Background: an optimization exercise with open tools, aiming at small area, a short achievable clock period and few clock cycles per item. Do not read the settings as production practice.
Function was checked by simulation only, so behaviour that the tests miss may differ from the original.
No activity file was given, so power comes from the tool's default toggle rates.

==> inputs of pepper <==
==> flow/design.v <==
`timescale 1ns / 1ps
module arcade_stick_report_remapper_unit (
  input  logic          clk,
  input  logic          rst,
  input  logic          s_tvalid,
  output logic          s_tready,
  input  logic [63:0]   s_tdata,
  input  logic          s_tuser,
  output logic          m_tvalid,
  input  logic          m_tready,
  output logic [103:0]  m_tdata,
  output logic [2:0]    m_tuser,
  input  logic          cfg_valid,
  output logic          cfg_ready,
  input  logic          cfg_index,
  input  logic [1:0]    cfg_data
);
  localparam int NB = 15;    
  localparam int RW = 96;    
  logic           remap_enable;
  logic [1:0]     guide_mode;
  logic [NB-1:0]  held;
  logic           layer;
  logic [2:0]     kind;
  logic           pend;        
  logic [NB-1:0]  held_next;
  logic           layer_next;
  logic [2:0]     kind_next;
  logic [6:0]  in_length;
  logic [7:0]  in_rid, in_b4, in_b5, in_b22;
  logic        in_layer;
  logic [3:0]  in_button;
  logic [2:0]  in_slot;
  logic [15:0] in_value;
  assign in_length = s_tdata[6:0];
  assign in_rid    = s_tdata[14:7];
  assign in_b4     = s_tdata[22:15];
  assign in_b5     = s_tdata[30:23];
  assign in_b22    = s_tdata[38:31];
  assign in_layer  = s_tdata[39];
  assign in_button = s_tdata[43:40];
  assign in_slot   = s_tdata[46:44];
  assign in_value  = s_tdata[62:47];
  logic out_move;    
  logic accept, pkt_accept, wr_accept;
  assign out_move   = pend && (!m_tvalid || m_tready);
  assign s_tready   = !pend || !m_tvalid || m_tready;
  assign cfg_ready  = 1'b1;
  assign accept     = s_tvalid && s_tready;
  assign pkt_accept = accept && !s_tuser;
  assign wr_accept  = accept && s_tuser && (in_button != 4'd15) && (in_slot != 3'd7);
  always_comb begin
    held_next  = held;
    layer_next = layer;
    kind_next  = 3'd0;
    if (in_length != 7'd0) begin
      case (in_rid)
        8'h01: kind_next = 3'd1;
        8'h03: kind_next = 3'd2;
        8'h07: begin
          kind_next = 3'd3;
          if (!remap_enable) begin
            held_next[14] = in_b4[0];
          end else begin
            held_next[14] = 1'b0;
            if (guide_mode == 2'd1) layer_next = in_b4[0];
            else if (guide_mode == 2'd2) layer_next = layer ^ in_b4[0];
          end
        end
        8'h20: begin
          kind_next = 3'd4;
          held_next[3:0] = in_b5[3:0];
          held_next[4]   = in_b22[0];
          held_next[5]   = in_b22[1];
          held_next[6]   = in_b22[4];
          held_next[7]   = in_b22[5];
          held_next[8]   = in_b22[2];
          held_next[9]   = in_b22[6];
          held_next[10]  = in_b22[3];
          held_next[11]  = in_b22[7];
          held_next[12]  = in_b4[3];
          held_next[13]  = in_b4[2];
        end
        default: kind_next = 3'd0;
      endcase
    end
  end
  logic [RW-1:0] bind_row [2][NB];
  logic [15:0]   wr_value;
  assign wr_value = rst ? 16'd0 : in_value;
  for (genvar gl = 0; gl < 2; gl++) begin : g_layer
    for (genvar gb = 0; gb < NB; gb++) begin : g_button
      for (genvar gs = 0; gs < 7; gs++) begin : g_slot
        localparam int O = (gs == 0) ? 0 : (gs == 1) ? 16 : (gs == 2) ? 24 : 32 + 16 * (gs - 3);
        localparam int W = (gs == 1 || gs == 2) ? 8 : 16;
        logic load;
        assign load = rst || (wr_accept && (in_layer == gl[0]) &&
                              (in_button == 4'(gb)) && (in_slot == 3'(gs)));
        always_ff @(posedge clk) begin
          if (load) bind_row[gl][gb][O +: W] <= wr_value[W-1:0];
        end
      end
    end
  end
  logic [RW-1:0] acc;
  always_comb begin
    acc = '0;
    for (int b = 0; b < NB; b++) begin
      acc |= {RW{held[b] && !layer}} & bind_row[0][b];
      acc |= {RW{held[b] &&  layer}} & bind_row[1][b];
    end
  end
  logic [RW-1:0] out_acc;
  logic          out_layer;
  logic [2:0]    out_kind;
  always_ff @(posedge clk) begin
    if (rst) begin
      remap_enable <= 1'b0;
      guide_mode   <= 2'd0;
      held         <= '0;
      layer        <= 1'b0;
      pend         <= 1'b0;
      m_tvalid     <= 1'b0;
    end else begin
      if (cfg_valid) begin
        if (cfg_index) guide_mode <= cfg_data;
        else remap_enable <= cfg_data[0];
      end
      if (pkt_accept) begin
        held  <= held_next;
        layer <= layer_next;
        pend  <= 1'b1;
      end else if (out_move) begin
        pend  <= 1'b0;
      end
      if (out_move) m_tvalid <= 1'b1;
      else if (m_tready) m_tvalid <= 1'b0;
    end
  end
  always_ff @(posedge clk) begin
    if (pkt_accept) kind <= kind_next;
    if (out_move) begin
      out_acc   <= acc;
      out_layer <= layer;
      out_kind  <= kind;
    end
  end
  assign m_tuser = out_kind;
  assign m_tdata = {7'd0, out_layer, out_acc};
endmodule
==> flow/run.sh <==
#!/bin/bash
# synth_recipe.tcl (not shown) runs the flow's synth.tcl, then flattens the netlist and writes it again
# the make line also repeats each setting of config.mk as NAME=value (left out here)
make -C /OpenROAD-flow-scripts/flow DESIGN_CONFIG=/design/flow/config.mk WORK_HOME=/design/flow/orfs CLKGATE_MAP_FILE= SYNTH_SCRIPT=/design/flow/synth_recipe.tcl finish
==> flow/config.mk <==
export PLATFORM = sky130hd
export DESIGN_NAME = arcade_stick_report_remapper_unit
export DESIGN_NICKNAME = arcade_stick_report_remapper_unit
export VERILOG_FILES = /design/flow/design.v
export SDC_FILE = /design/flow/constraint.sdc
export NUM_CORES = 4
export LEC_CHECK = 0
export CAP_MARGIN = 20
export CORE_MARGIN = 2
export CORE_UTILIZATION = 45
export PLACE_DENSITY = 0.6
export SLEW_MARGIN = 20
==> flow/constraint.sdc <==
create_clock -name core_clock -period 4.0 [get_ports {clk}]
set_input_delay 0.8000 -clock core_clock [delete_from_list [all_inputs] [get_ports {clk}]]
set_output_delay 0.8000 -clock core_clock [all_outputs]
set_load 0.01 [all_outputs]
==> nickel: changes against pepper <==
==> flow/design.v, changed modules only <==
module arcade_stick_report_remapper_unit (
  input  logic          clk,
  input  logic          rst,
  input  logic          s_tvalid,
  output logic          s_tready,
  input  logic [63:0]   s_tdata,
  input  logic          s_tuser,
  output logic          m_tvalid,
  input  logic          m_tready,
  output logic [103:0]  m_tdata,
  output logic [2:0]    m_tuser,
  input  logic          cfg_valid,
  output logic          cfg_ready,
  input  logic          cfg_index,
  input  logic [1:0]    cfg_data
);
  localparam int NB = 15;    
  localparam int RW = 96;    
  logic           remap_enable;
  logic [1:0]     guide_mode;
  logic [NB-1:0]  held;
  logic           layer;
  logic [2:0]     kind;
  logic           pend;        
  logic [NB-1:0]  held_next;
  logic           layer_next;
  logic [2:0]     kind_next;
  logic [6:0]  in_length;
  logic [7:0]  in_rid, in_b4, in_b5, in_b22;
  logic        in_layer;
  logic [3:0]  in_button;
  logic [2:0]  in_slot;
  logic [15:0] in_value;
  assign in_length = s_tdata[6:0];
  assign in_rid    = s_tdata[14:7];
  assign in_b4     = s_tdata[22:15];
  assign in_b5     = s_tdata[30:23];
  assign in_b22    = s_tdata[38:31];
  assign in_layer  = s_tdata[39];
  assign in_button = s_tdata[43:40];
  assign in_slot   = s_tdata[46:44];
  assign in_value  = s_tdata[62:47];
  logic out_move;    
  logic accept, pkt_accept, wr_accept;
  assign out_move   = pend && (!m_tvalid || m_tready);
  logic rdy_base;
  logic wb_l1, wb_l0;
  logic wr_l1, wr_l0;
  assign wr_l1      = s_tuser && in_layer;
  assign wr_l0      = s_tuser && !in_layer;
  assign s_tready   = (rdy_base || m_tready) && !((wr_l1 && wb_l1) || (wr_l0 && wb_l0));
  assign cfg_ready  = 1'b1;
  assign accept     = s_tvalid && s_tready;
  assign pkt_accept = accept && !s_tuser;
  assign wr_accept  = accept && s_tuser && (in_button != 4'd15) && (in_slot != 3'd7);
  always_comb begin
    held_next  = held;
    layer_next = layer;
    kind_next  = 3'd0;
    if (in_length != 7'd0) begin
      case (in_rid)
        8'h01: kind_next = 3'd1;
        8'h03: kind_next = 3'd2;
        8'h07: begin
          kind_next = 3'd3;
          if (!remap_enable) begin
            held_next[14] = in_b4[0];
          end else begin
            held_next[14] = 1'b0;
            if (guide_mode == 2'd1) layer_next = in_b4[0];
            else if (guide_mode == 2'd2) layer_next = layer ^ in_b4[0];
          end
        end
        8'h20: begin
          kind_next = 3'd4;
          held_next[3:0] = in_b5[3:0];
          held_next[4]   = in_b22[0];
          held_next[5]   = in_b22[1];
          held_next[6]   = in_b22[4];
          held_next[7]   = in_b22[5];
          held_next[8]   = in_b22[2];
          held_next[9]   = in_b22[6];
          held_next[10]  = in_b22[3];
          held_next[11]  = in_b22[7];
          held_next[12]  = in_b4[3];
          held_next[13]  = in_b4[2];
        end
        default: kind_next = 3'd0;
      endcase
    end
  end
  logic          phase;
  logic          clr;
  logic [RW-1:0] row_a [NB];
  logic [RW-1:0] row_b [NB];
  logic          wb_valid;
  logic [3:0]    wb_button;
  logic [2:0]    wb_slot;
  logic [15:0]   wb_value;
  logic          ld_en;
  logic [3:0]    ld_button;
  logic [2:0]    ld_slot;
  logic [15:0]   ld_value;
  logic          wr_direct;    
  logic          wr_buffer;    
  logic          wipe;
  assign wipe      = rst || clr;
  assign wr_direct = wr_accept && (in_layer != phase);
  assign wr_buffer = wr_accept && (in_layer == phase);
  assign ld_en     = wb_valid || wr_direct;
  assign ld_button = wb_valid ? wb_button : in_button;
  assign ld_slot   = wb_valid ? wb_slot : in_slot;
  assign ld_value  = wipe ? 16'd0 : (wb_valid ? wb_value : in_value);
  for (genvar gb = 0; gb < NB; gb++) begin : g_button
    for (genvar gs = 0; gs < 7; gs++) begin : g_slot
      localparam int O = (gs == 0) ? 0 : (gs == 1) ? 16 : (gs == 2) ? 24 : 32 + 16 * (gs - 3);
      localparam int W = (gs == 1 || gs == 2) ? 8 : 16;
      logic load;
      assign load = wipe || (ld_en && (ld_button == 4'(gb)) && (ld_slot == 3'(gs)));
      always_ff @(posedge clk) begin
        row_a[gb][O +: W] <= load ? ld_value[W-1:0] : row_b[gb][O +: W];
        row_b[gb][O +: W] <= row_a[gb][O +: W];
      end
    end
  end
  always_ff @(posedge clk) begin
    if (rst) begin
      phase    <= 1'b0;
      clr      <= 1'b1;
      wb_valid <= 1'b0;
      wb_l1    <= 1'b1;
      wb_l0    <= 1'b0;
    end else begin
      phase    <= !phase;
      clr      <= 1'b0;
      wb_valid <= wr_buffer;
      wb_l1    <= wr_buffer && phase;
      wb_l0    <= wr_buffer && !phase;
    end
  end
  always_ff @(posedge clk) begin
    if (wr_buffer) begin
      wb_button <= in_button;
      wb_slot   <= in_slot;
      wb_value  <= in_value;
    end
  end
  logic [NB-1:0] sel_a, sel_b;
  logic [NB-1:0] held_new;
  logic          layer_new;
  assign held      = sel_a | sel_b;
  assign held_new  = pkt_accept ? held_next : held;
  assign layer_new = pkt_accept ? layer_next : layer;
  logic [RW-1:0] acc;
  always_comb begin
    acc = '0;
    for (int b = 0; b < NB; b++) begin
      acc |= {RW{sel_a[b]}} & row_a[b];
      acc |= {RW{sel_b[b]}} & row_b[b];
    end
  end
  logic [RW-1:0] out_acc;
  logic          out_layer;
  logic [2:0]    out_kind;
  always_ff @(posedge clk) begin
    if (rst) begin
      remap_enable <= 1'b0;
      guide_mode   <= 2'd0;
      sel_a        <= '0;
      sel_b        <= '0;
      layer        <= 1'b0;
      pend         <= 1'b0;
      m_tvalid     <= 1'b0;
      rdy_base     <= 1'b1;
    end else begin
      if (cfg_valid) begin
        if (cfg_index) guide_mode <= cfg_data;
        else remap_enable <= cfg_data[0];
      end
      sel_a <= held_new & {NB{layer_new != phase}};
      sel_b <= held_new & {NB{layer_new == phase}};
      layer <= layer_new;
      if (pkt_accept) begin
        pend  <= 1'b1;
      end else if (out_move) begin
        pend  <= 1'b0;
      end
      if (out_move) m_tvalid <= 1'b1;
      else if (m_tready) m_tvalid <= 1'b0;
      rdy_base <= !(pkt_accept || (pend && !out_move)) || !(out_move || (m_tvalid && !m_tready));
    end
  end
  always_ff @(posedge clk) begin
    if (pkt_accept) kind <= kind_next;
    if (out_move) begin
      out_acc   <= acc;
      out_layer <= layer;
      out_kind  <= kind;
    end
  end
  assign m_tuser = out_kind;
  assign m_tdata = {7'd0, out_layer, out_acc};
endmodule
- CTS_BUF_LIST: not set -> sky130_fd_sc_hd__clkbuf_16 sky130_fd_sc_hd__clkbuf_8
- CTS_CLUSTER_DIAMETER: not set -> 60
- CTS_CLUSTER_SIZE: not set -> 30
- SETUP_SLACK_MARGIN: not set -> 1.6
==> umber: changes against pepper <==
==> flow/design.v, changed modules only <==
module arcade_stick_report_remapper_unit (
  input  logic          clk,
  input  logic          rst,
  input  logic          s_tvalid,
  output logic          s_tready,
  input  logic [63:0]   s_tdata,
  input  logic          s_tuser,
  output logic          m_tvalid,
  input  logic          m_tready,
  output logic [103:0]  m_tdata,
  output logic [2:0]    m_tuser,
  input  logic          cfg_valid,
  output logic          cfg_ready,
  input  logic          cfg_index,
  input  logic [1:0]    cfg_data
);
  localparam int NB = 15;    
  localparam int RW = 96;    
  logic           remap_enable;
  logic [1:0]     guide_mode;
  logic [NB-1:0]  held;
  logic           layer;
  logic [2:0]     kind;
  logic           pend;        
  logic [NB-1:0]  held_next;
  logic           layer_next;
  logic [2:0]     kind_next;
  logic [6:0]  in_length;
  logic [7:0]  in_rid, in_b4, in_b5, in_b22;
  logic        in_layer;
  logic [3:0]  in_button;
  logic [2:0]  in_slot;
  logic [15:0] in_value;
  assign in_length = s_tdata[6:0];
  assign in_rid    = s_tdata[14:7];
  assign in_b4     = s_tdata[22:15];
  assign in_b5     = s_tdata[30:23];
  assign in_b22    = s_tdata[38:31];
  assign in_layer  = s_tdata[39];
  assign in_button = s_tdata[43:40];
  assign in_slot   = s_tdata[46:44];
  assign in_value  = s_tdata[62:47];
  logic out_move;    
  logic accept, pkt_accept, wr_accept;
  assign out_move   = pend && (!m_tvalid || m_tready);
  logic rdy_base;
  logic wb_l1, wb_l0;
  logic wr_l1, wr_l0;
  assign wr_l1      = s_tuser && in_layer;
  assign wr_l0      = s_tuser && !in_layer;
  assign s_tready   = (rdy_base || m_tready) && !((wr_l1 && wb_l1) || (wr_l0 && wb_l0));
  assign cfg_ready  = 1'b1;
  assign accept     = s_tvalid && s_tready;
  assign pkt_accept = accept && !s_tuser;
  assign wr_accept  = accept && s_tuser && (in_button != 4'd15) && (in_slot != 3'd7);
  always_comb begin
    held_next  = held;
    layer_next = layer;
    kind_next  = 3'd0;
    if (in_length != 7'd0) begin
      case (in_rid)
        8'h01: kind_next = 3'd1;
        8'h03: kind_next = 3'd2;
        8'h07: begin
          kind_next = 3'd3;
          if (!remap_enable) begin
            held_next[14] = in_b4[0];
          end else begin
            held_next[14] = 1'b0;
            if (guide_mode == 2'd1) layer_next = in_b4[0];
            else if (guide_mode == 2'd2) layer_next = layer ^ in_b4[0];
          end
        end
        8'h20: begin
          kind_next = 3'd4;
          held_next[3:0] = in_b5[3:0];
          held_next[4]   = in_b22[0];
          held_next[5]   = in_b22[1];
          held_next[6]   = in_b22[4];
          held_next[7]   = in_b22[5];
          held_next[8]   = in_b22[2];
          held_next[9]   = in_b22[6];
          held_next[10]  = in_b22[3];
          held_next[11]  = in_b22[7];
          held_next[12]  = in_b4[3];
          held_next[13]  = in_b4[2];
        end
        default: kind_next = 3'd0;
      endcase
    end
  end
  logic          phase;
  logic          clr;
  logic [RW-1:0] row_a [NB];
  logic [RW-1:0] row_b [NB];
  logic          wb_valid;
  logic [3:0]    wb_button;
  logic [2:0]    wb_slot;
  logic [15:0]   wb_value;
  logic          ld_en;
  logic [3:0]    ld_button;
  logic [2:0]    ld_slot;
  logic [15:0]   ld_value;
  logic          wr_direct;    
  logic          wr_buffer;    
  logic          wipe;
  assign wipe      = rst || clr;
  assign wr_direct = wr_accept && (in_layer != phase);
  assign wr_buffer = wr_accept && (in_layer == phase);
  assign ld_en     = wb_valid || wr_direct;
  assign ld_button = wb_valid ? wb_button : in_button;
  assign ld_slot   = wb_valid ? wb_slot : in_slot;
  assign ld_value  = wipe ? 16'd0 : (wb_valid ? wb_value : in_value);
  for (genvar gb = 0; gb < NB; gb++) begin : g_button
    for (genvar gs = 0; gs < 7; gs++) begin : g_slot
      localparam int O = (gs == 0) ? 0 : (gs == 1) ? 16 : (gs == 2) ? 24 : 32 + 16 * (gs - 3);
      localparam int W = (gs == 1 || gs == 2) ? 8 : 16;
      logic load;
      assign load = wipe || (ld_en && (ld_button == 4'(gb)) && (ld_slot == 3'(gs)));
      always_ff @(posedge clk) begin
        row_a[gb][O +: W] <= load ? ld_value[W-1:0] : row_b[gb][O +: W];
        row_b[gb][O +: W] <= row_a[gb][O +: W];
      end
    end
  end
  always_ff @(posedge clk) begin
    if (rst) begin
      phase    <= 1'b0;
      clr      <= 1'b1;
      wb_valid <= 1'b0;
      wb_l1    <= 1'b1;
      wb_l0    <= 1'b0;
    end else begin
      phase    <= !phase;
      clr      <= 1'b0;
      wb_valid <= wr_buffer;
      wb_l1    <= wr_buffer && phase;
      wb_l0    <= wr_buffer && !phase;
    end
  end
  always_ff @(posedge clk) begin
    if (wr_buffer) begin
      wb_button <= in_button;
      wb_slot   <= in_slot;
      wb_value  <= in_value;
    end
  end
  logic [NB-1:0] sel_a, sel_b;
  logic [NB-1:0] held_new;
  logic          layer_new;
  assign held      = sel_a | sel_b;
  assign held_new  = pkt_accept ? held_next : held;
  assign layer_new = pkt_accept ? layer_next : layer;
  logic [RW-1:0] acc;
  always_comb begin
    acc = '0;
    for (int b = 0; b < NB; b++) begin
      acc |= {RW{sel_a[b]}} & row_a[b];
      acc |= {RW{sel_b[b]}} & row_b[b];
    end
  end
  logic [RW-1:0] out_acc;
  logic          out_layer;
  logic [2:0]    out_kind;
  always_ff @(posedge clk) begin
    if (rst) begin
      remap_enable <= 1'b0;
      guide_mode   <= 2'd0;
      sel_a        <= '0;
      sel_b        <= '0;
      layer        <= 1'b0;
      pend         <= 1'b0;
      m_tvalid     <= 1'b0;
      rdy_base     <= 1'b1;
    end else begin
      if (cfg_valid) begin
        if (cfg_index) guide_mode <= cfg_data;
        else remap_enable <= cfg_data[0];
      end
      sel_a <= held_new & {NB{layer_new != phase}};
      sel_b <= held_new & {NB{layer_new == phase}};
      layer <= layer_new;
      if (pkt_accept) begin
        pend  <= 1'b1;
      end else if (out_move) begin
        pend  <= 1'b0;
      end
      if (out_move) m_tvalid <= 1'b1;
      else if (m_tready) m_tvalid <= 1'b0;
      rdy_base <= !(pkt_accept || (pend && !out_move)) || !(out_move || (m_tvalid && !m_tready));
    end
  end
  always_ff @(posedge clk) begin
    if (pkt_accept) kind <= kind_next;
    if (out_move) begin
      out_acc   <= acc;
      out_layer <= layer;
      out_kind  <= kind;
    end
  end
  assign m_tuser = out_kind;
  assign m_tdata = {7'd0, out_layer, out_acc};
endmodule
- SETUP_SLACK_MARGIN: not set -> 1.5
==> flow_metrics.py <==
metrics = {
    "worst_hold_path": {
        "whs_path_depth": 1,
    },
    "power_and_ir_drop": {
        "pwr-share-clk_pct": 39.9,
    },
    "outcome": {
        "status": "complete, no violations",
    },
    "layout": {
        "multi_input_gates": 5090,
        "buffers": 807,
    },
}
[end of results for nickel]
==> flow_metrics.py <==
metrics = {
    "grt": {
        "met2_usage_pct": 57.98,
    },
    "power_and_ir_drop": {
        "pwr-share-clk_pct": 48.9,
    },
    "critical_path": {
        "crit_path_max_incr_delay_ns": 1.11,
    },
    "floorplan": {
        "die_w_microns": 476.8,
    },
    "sta": {
        "relSlewSlack_pct": 15.38,
        "final-hold-violation-count": 0,
    },
    "outcome": {
        "status": "complete, no violations",
    },
    "worst_hold_path": {
        "whs_path_depth": 1,
    },
    "layout": {
        "multi_input_gates": 5087,
    },
}
[end of results for umber]
==> flow_metrics.py <==
metrics = {
    "outcome": {
        "status": "complete, no violations",
    },
    "layout": {
        "multi_input_gates": 2528,
    },
    "worst_hold_path": {
        "whs_path_depth": 2,
    },
    "power_and_ir_drop": {
        "pwr-share-clk_pct": 41.0,
    },
    "sta": {
        "worstMarginPinSlew_ns": 1.259,
    },
}
[end of results for pepper]
Testbench counts of pepper, summed over its fixed seeds: cycles 12,015, items 12,000.
Testbench counts of nickel, summed over its fixed seeds: cycles 12,080, items 12,000.
Testbench counts of umber, summed over its fixed seeds: cycles 12,080, items 12,000.

separate check: timing with driven ports:
Ports are ideal in the flow. The routed layouts listed here were re-timed in OpenROAD. Step 1 sets driving cells, clkbuf_16 on the clock port and buf_2 on the other inputs (assumed; they add their load-dependent delay and slew). Step 2 adds t to the input delays and takes it off the output delays; t is the mean of the earliest and latest rising clock arrival at the registers after step 1. Input paths then give back, and output paths get back, about the clock's delay inside the block. Three values: ideal ports, drivers, drivers and shift; two values: the first two.
run	t (ns)	setup slack, ns	worst setup path after step 2
pepper	1.014	0.935 / 0.840 / 0.262	input to register
nickel	0.984	1.448 / 1.400 / 0.702	input to register
umber	1.056	1.327 / 1.327 / 0.494	input to register
After both steps setup and hold are still met in every run listed. For umber, which loses most, drivers alone change the setup slack by 0.000 ns; drivers and shift together by -0.833 ns.
